This design comes from an exercise in tuning for small area, a short achievable clock period and few clock cycles per item on the open sky130 flow, not from production work. Function was checked by simulation only, so behaviour that the tests miss may differ from the original.

==> job 3073 <==
==> flow/design.v (excerpt) <==
module rbm_gibbs_top #(
   parameter int                            visible_dim = 16,
   parameter int                            hidden_dim  = 8,
   parameter int                            addr_width  = 8,
   parameter logic [rbm_pkg::prob_width-1:0] fwd_seed    = 8'h5a,
   parameter logic [rbm_pkg::prob_width-1:0] bwd_seed    = 8'hc3
) (
   input  logic                                   clock,
   input  logic                                   reset,
   input  logic                                   mode,
   input  logic                                   load_valid,
   output logic                                   load_ready,
   input  logic [addr_width-1:0]                  load_addr,
   input  logic signed [rbm_pkg::weight_width-1:0] load_data,
   input  logic                                   in_valid,
   output logic                                   in_ready,
   input  logic [visible_dim-1:0]                 in_visible,
   output logic                                   out_valid,
   input  logic                                   out_ready,
   output logic [hidden_dim-1:0]                  out_hidden,
   output logic [visible_dim-1:0]                 out_recon
);
   function automatic logic [13:0] acc_val(input logic [15:0] x);
      acc_val = x[14] ? 14'h1fff : (x[15] ? 14'h2001 : x[13:0]);
   endfunction
   function automatic logic [15:0] acc_add(input logic [15:0] x, input logic [11:0] w,
                                          input logic en, input logic lo, input logic hi);
      logic [13:0] a;
      logic [14:0] s;
      logic        pos;
  ...
==> flow/config.mk <==
export PLATFORM = sky130hd
export DESIGN_NAME = rbm_gibbs_top
export DESIGN_NICKNAME = rbm_gibbs_top
export VERILOG_FILES = /design/flow/design.v
export SDC_FILE = /design/flow/constraint.sdc
export NUM_CORES = 4
export LEC_CHECK = 0
export ABC_AREA = 1
export CAP_MARGIN = 20
export CORE_MARGIN = 2
export CORE_UTILIZATION = 65
export SLEW_MARGIN = 20
==> flow/constraint.sdc <==
create_clock -name core_clock -period 10.0 [get_ports {clock}]
set_input_delay 2.0000 -clock core_clock [delete_from_list [all_inputs] [get_ports {clock}]]
set_output_delay 2.0000 -clock core_clock [all_outputs]
set_load 0.01 [all_outputs]
standard.sh (not shown) runs the stock make flow with config.mk's settings and CLKGATE_MAP_FILE= SYNTH_SCRIPT=/design/flow/synth_recipe.tcl, a recipe that flattens the netlist after the stock synthesis.
==> flow/flow/run.sh <==
#!/bin/bash
# Standard synthesis and layout, with timing repair asked to aim below the design's
# clock period (a larger setup margin); the SDC and every other setting are unchanged.
set -uo pipefail
bash standard.sh SETUP_SLACK_MARGIN=6.4 finish > make_finish.log 2>&1
==> job 5125 (differences from job 3073) <==
--- a/flow/design.v
+++ b/flow/design.v
@@ -391,22 +391,22 @@
    assign accept = in_valid & in_ready;
    assign take   = out_valid & out_ready;
    always_ff @(posedge clock or posedge reset) begin
       if (reset) begin
          credit_cnt <= '0;
          in_ready   <= 1'b0;
       end else if (accept && !take) begin
          credit_cnt <= credit_cnt + 1'b1;
-         in_ready   <= (credit_cnt < 5'd25);
+         in_ready   <= (credit_cnt < 5'd24);
       end else if (!accept && take) begin
          credit_cnt <= credit_cnt - 1'b1;
          in_ready   <= 1'b1;
       end else begin
-         in_ready   <= (credit_cnt < 5'd26);
+         in_ready   <= (credit_cnt < 5'd25);
       end
    end
    logic mode_r;
    always_ff @(posedge clock) mode_r <= mode;
    logic [15:0] fa0_0_1;
    assign fa0_0_1 = acc_add({2'b00, {2{hb_0[11]}}, hb_0}, w_0_0, in_visible[0], 1'b0, 1'b0);
    logic [15:0] fa1_0_2;
    assign fa1_0_2 = acc_add({2'b00, {2{hb_1[11]}}, hb_1}, w_0_1, in_visible[0], 1'b0, 1'b0);
@@ -1548,50 +1548,40 @@
    end
    logic [7:0] sb_lfsr;
    always_ff @(posedge clock or posedge reset) begin
       if (reset) sb_lfsr <= bwd_seed;
       else if (s23_valid) sb_lfsr <= lfsr_steps(sb_lfsr, 16);
    end
    logic [15:0] rec_234;
    assign rec_234 = {fire(s23_bacc15, mode_r, lfsr_steps(sb_lfsr, 15)), fire(s23_bacc14, mode_r, lfsr_steps(sb_lfsr, 14)), fire(s23_bacc13, mode_r, lfsr_steps(sb_lfsr, 13)), fire(s23_bacc12, mode_r, lfsr_steps(sb_lfsr, 12)), fire(s23_bacc11, mode_r, lfsr_steps(sb_lfsr, 11)), fire(s23_bacc10, mode_r, lfsr_steps(sb_lfsr, 10)), fire(s23_bacc9, mode_r, lfsr_steps(sb_lfsr, 9)), fire(s23_bacc8, mode_r, lfsr_steps(sb_lfsr, 8)), fire(s23_bacc7, mode_r, lfsr_steps(sb_lfsr, 7)), fire(s23_bacc6, mode_r, lfsr_steps(sb_lfsr, 6)), fire(s23_bacc5, mode_r, lfsr_steps(sb_lfsr, 5)), fire(s23_bacc4, mode_r, lfsr_steps(sb_lfsr, 4)), fire(s23_bacc3, mode_r, lfsr_steps(sb_lfsr, 3)), fire(s23_bacc2, mode_r, lfsr_steps(sb_lfsr, 2)), fire(s23_bacc1, mode_r, lfsr_steps(sb_lfsr, 1)), fire(s23_bacc0, mode_r, lfsr_steps(sb_lfsr, 0))};
-   logic s24_valid;
-   always_ff @(posedge clock or posedge reset) begin
-      if (reset) s24_valid <= 1'b0;
-      else       s24_valid <= s23_valid;
-   end
-   logic [7:0] s24_hid;
-   logic [15:0] s24_rec;
-   always_ff @(posedge clock) begin
-      s24_hid <= s23_hid;
-      s24_rec <= rec_234;
-   end
    logic [23:0] res;
-   assign res = {s24_hid, s24_rec};
-   logic [23:0] q_mem [25];
+   assign res = {s23_hid, rec_234};
+   logic [23:0] q_mem [24];
    logic [4:0] q_rd;
    logic [4:0] q_wr;
    logic [4:0] q_cnt;
    logic        or_free;
    logic        q_some;
    logic        or_load;
    assign or_free = ~out_valid | out_ready;
    assign q_some  = (q_cnt != '0);
-   assign or_load = or_free && (q_some || s24_valid);
+   assign or_load = or_free && (q_some || s23_valid);
    always_ff @(posedge clock or posedge reset) begin
       if (reset) begin
          out_valid <= 1'b0;
          q_rd      <= '0;
          q_wr      <= '0;
          q_cnt     <= '0;
       end else begin
-         if (or_free) out_valid <= q_some || s24_valid;
-         if (or_load) q_rd <= (q_rd == 5'd24) ? '0 : q_rd + 1'b1;
-         if (s24_valid) q_wr <= (q_wr == 5'd24) ? '0 : q_wr + 1'b1;
-         if (s24_valid && !or_load) q_cnt <= q_cnt + 1'b1;
-         if (!s24_valid && or_load) q_cnt <= q_cnt - 1'b1;
+         if (or_free) out_valid <= q_some || s23_valid;
+         if (or_load) q_rd <= (q_rd == 5'd23) ? '0 : q_rd + 1'b1;
+         if (s23_valid) q_wr <= (q_wr == 5'd23) ? '0 : q_wr + 1'b1;
+         if (s23_valid && !or_load) q_cnt <= q_cnt + 1'b1;
+         if (!s23_valid && or_load) q_cnt <= q_cnt - 1'b1;
       end
    end
    always_ff @(posedge clock) begin
-      if (s24_valid) q_mem[q_wr] <= res;
-      if (or_load) {out_hidden, out_recon} <= q_some ? q_mem[q_rd] : res;
+      if (s23_valid) q_mem[q_wr] <= res;
+      {out_hidden, out_recon} <= ({24{or_load}} & (q_some ? q_mem[q_rd] : res)) |
+                                 ({24{~or_load}} & {out_hidden, out_recon});
    end
 endmodule
==> flow/flow/run.sh (replaced) <==
#!/bin/bash
# Standard synthesis and layout, with timing repair asked to aim below the design's
# clock period (a larger setup margin) and clock tree synthesis without dummy loads;
# the SDC and every other setting are unchanged.
set -uo pipefail
bash standard.sh SETUP_SLACK_MARGIN=6.55 \
  "CTS_ARGS=-sink_clustering_enable -repair_clock_nets -dont_use_dummy_load -sink_clustering_size 20 -sink_clustering_max_diameter 100" \
  finish > make_finish.log 2>&1
Settings changed: CORE_UTILIZATION 65 to 50, CTS_CLUSTER_DIAMETER set to 100, CTS_CLUSTER_SIZE set to 20.
==> job 6955 (differences from job 3073) <==
--- a/flow/design.v
+++ b/flow/design.v
@@ -391,22 +391,22 @@
    assign accept = in_valid & in_ready;
    assign take   = out_valid & out_ready;
    always_ff @(posedge clock or posedge reset) begin
       if (reset) begin
          credit_cnt <= '0;
          in_ready   <= 1'b0;
       end else if (accept && !take) begin
          credit_cnt <= credit_cnt + 1'b1;
-         in_ready   <= (credit_cnt < 5'd25);
+         in_ready   <= (credit_cnt < 5'd24);
       end else if (!accept && take) begin
          credit_cnt <= credit_cnt - 1'b1;
          in_ready   <= 1'b1;
       end else begin
-         in_ready   <= (credit_cnt < 5'd26);
+         in_ready   <= (credit_cnt < 5'd25);
       end
    end
    logic mode_r;
    always_ff @(posedge clock) mode_r <= mode;
    logic [15:0] fa0_0_1;
    assign fa0_0_1 = acc_add({2'b00, {2{hb_0[11]}}, hb_0}, w_0_0, in_visible[0], 1'b0, 1'b0);
    logic [15:0] fa1_0_2;
    assign fa1_0_2 = acc_add({2'b00, {2{hb_1[11]}}, hb_1}, w_0_1, in_visible[0], 1'b0, 1'b0);
@@ -1548,50 +1548,40 @@
    end
    logic [7:0] sb_lfsr;
    always_ff @(posedge clock or posedge reset) begin
       if (reset) sb_lfsr <= bwd_seed;
       else if (s23_valid) sb_lfsr <= lfsr_steps(sb_lfsr, 16);
    end
    logic [15:0] rec_234;
    assign rec_234 = {fire(s23_bacc15, mode_r, lfsr_steps(sb_lfsr, 15)), fire(s23_bacc14, mode_r, lfsr_steps(sb_lfsr, 14)), fire(s23_bacc13, mode_r, lfsr_steps(sb_lfsr, 13)), fire(s23_bacc12, mode_r, lfsr_steps(sb_lfsr, 12)), fire(s23_bacc11, mode_r, lfsr_steps(sb_lfsr, 11)), fire(s23_bacc10, mode_r, lfsr_steps(sb_lfsr, 10)), fire(s23_bacc9, mode_r, lfsr_steps(sb_lfsr, 9)), fire(s23_bacc8, mode_r, lfsr_steps(sb_lfsr, 8)), fire(s23_bacc7, mode_r, lfsr_steps(sb_lfsr, 7)), fire(s23_bacc6, mode_r, lfsr_steps(sb_lfsr, 6)), fire(s23_bacc5, mode_r, lfsr_steps(sb_lfsr, 5)), fire(s23_bacc4, mode_r, lfsr_steps(sb_lfsr, 4)), fire(s23_bacc3, mode_r, lfsr_steps(sb_lfsr, 3)), fire(s23_bacc2, mode_r, lfsr_steps(sb_lfsr, 2)), fire(s23_bacc1, mode_r, lfsr_steps(sb_lfsr, 1)), fire(s23_bacc0, mode_r, lfsr_steps(sb_lfsr, 0))};
-   logic s24_valid;
-   always_ff @(posedge clock or posedge reset) begin
-      if (reset) s24_valid <= 1'b0;
-      else       s24_valid <= s23_valid;
-   end
-   logic [7:0] s24_hid;
-   logic [15:0] s24_rec;
-   always_ff @(posedge clock) begin
-      s24_hid <= s23_hid;
-      s24_rec <= rec_234;
-   end
    logic [23:0] res;
-   assign res = {s24_hid, s24_rec};
-   logic [23:0] q_mem [25];
+   assign res = {s23_hid, rec_234};
+   logic [23:0] q_mem [24];
    logic [4:0] q_rd;
    logic [4:0] q_wr;
    logic [4:0] q_cnt;
    logic        or_free;
    logic        q_some;
    logic        or_load;
    assign or_free = ~out_valid | out_ready;
    assign q_some  = (q_cnt != '0);
-   assign or_load = or_free && (q_some || s24_valid);
+   assign or_load = or_free && (q_some || s23_valid);
    always_ff @(posedge clock or posedge reset) begin
       if (reset) begin
          out_valid <= 1'b0;
          q_rd      <= '0;
          q_wr      <= '0;
          q_cnt     <= '0;
       end else begin
-         if (or_free) out_valid <= q_some || s24_valid;
-         if (or_load) q_rd <= (q_rd == 5'd24) ? '0 : q_rd + 1'b1;
-         if (s24_valid) q_wr <= (q_wr == 5'd24) ? '0 : q_wr + 1'b1;
-         if (s24_valid && !or_load) q_cnt <= q_cnt + 1'b1;
-         if (!s24_valid && or_load) q_cnt <= q_cnt - 1'b1;
+         if (or_free) out_valid <= q_some || s23_valid;
+         if (or_load) q_rd <= (q_rd == 5'd23) ? '0 : q_rd + 1'b1;
+         if (s23_valid) q_wr <= (q_wr == 5'd23) ? '0 : q_wr + 1'b1;
+         if (s23_valid && !or_load) q_cnt <= q_cnt + 1'b1;
+         if (!s23_valid && or_load) q_cnt <= q_cnt - 1'b1;
       end
    end
    always_ff @(posedge clock) begin
-      if (s24_valid) q_mem[q_wr] <= res;
-      if (or_load) {out_hidden, out_recon} <= q_some ? q_mem[q_rd] : res;
+      if (s23_valid) q_mem[q_wr] <= res;
+      {out_hidden, out_recon} <= ({24{or_load}} & (q_some ? q_mem[q_rd] : res)) |
+                                 ({24{~or_load}} & {out_hidden, out_recon});
    end
 endmodule
==> flow/flow/run.sh (replaced) <==
#!/bin/bash
# Standard synthesis and layout, with timing repair asked to aim below the design's
# clock period (a larger setup margin); the SDC and every other setting are unchanged.
set -uo pipefail
bash standard.sh SETUP_SLACK_MARGIN=6.55 finish > make_finish.log 2>&1
Settings changed: CORE_UTILIZATION 65 to 50.
==> flow_summary.toml <==
[global_routing]
grt_use_met3_pct = 2.78

[logic_synthesis]
synth_edf_count = 2424

[timing]
clock_skew_ns = 0.0610

[run_status]
status = "finished clean"

[final_layout]
fillers = 64400

[setup_path]
r2r.worst_path.cells = 21
# the run above: job 5125

==> flow_summary.toml <==
[run_status]
status = "finished clean"

[setup_path]
r2r.worst_path.cells = 19

[final_layout]
fillers = 46700

[floorplan]
core_mm2 = 0.582

[timing]
clock_skew_ns = 0.0740

[global_routing]
grt_use_met3_pct = 5.83

[logic_synthesis]
synth_edf_count = 2448
# the run above: job 3073

==> flow_summary.toml <==
[run_status]
status = "finished clean"

[setup_path]
endpoint_kind = "flop"
r2r.worst_path.cells = 23

[final_layout]
fillers = 63400
fin_nets = 47900

[place]
hpwl_um = 752000

[logic_synthesis]
synth_edf_count = 2424
syn_avg_cell_area_um2 = 8.04

[routing]
dr_wl_met3_um = 75000

[timing]
clock_skew_ns = 0.0644
# the run above: job 6955

Testbench counts of job 3073, summed over its fixed seeds: cycles 1,224, items 1,024.
Testbench counts of job 5125, summed over its fixed seeds: cycles 1,216, items 1,024.
Testbench counts of job 6955, summed over its fixed seeds: cycles 1,216, items 1,024.

[separate check: timing with driven ports]
Ports are ideal in the flow. The routed layouts listed here were re-timed in OpenROAD. Step 1 sets driving cells, clkbuf_16 on the clock port and buf_2 on the other inputs (assumed; they add their load-dependent delay and slew). Step 2 moves the port delays by t, midway between the first and last clock arrival at a register: inputs arrive t later, outputs are due t later. That takes back most of the time a late clock gives input paths. Slacks: ideal / step 1 / step 2; pairs: ideal / step 1.
run | shift t [ns] | setup slack, ns | slew at the worst register clock pin (ns) | worst data-port slew with drivers (ns) | pins driven straight from the clock port
job 3073 | 1.261 | 6.232 / 6.091 / 5.081 | 0.07 / 0.07 | 0.18 | 1
job 5125 | 1.151 | 6.193 / 6.165 / 5.340 | 0.09 / 0.09 | 0.28 | 1
job 6955 | 1.279 | 6.112 / 6.104 / 5.269 | 0.07 / 0.07 | 0.27 | 1
After both steps every run listed still meets setup and hold. For job 3073, which loses most, drivers alone change the setup slack by -0.141 ns; drivers and shift together by -1.151 ns.
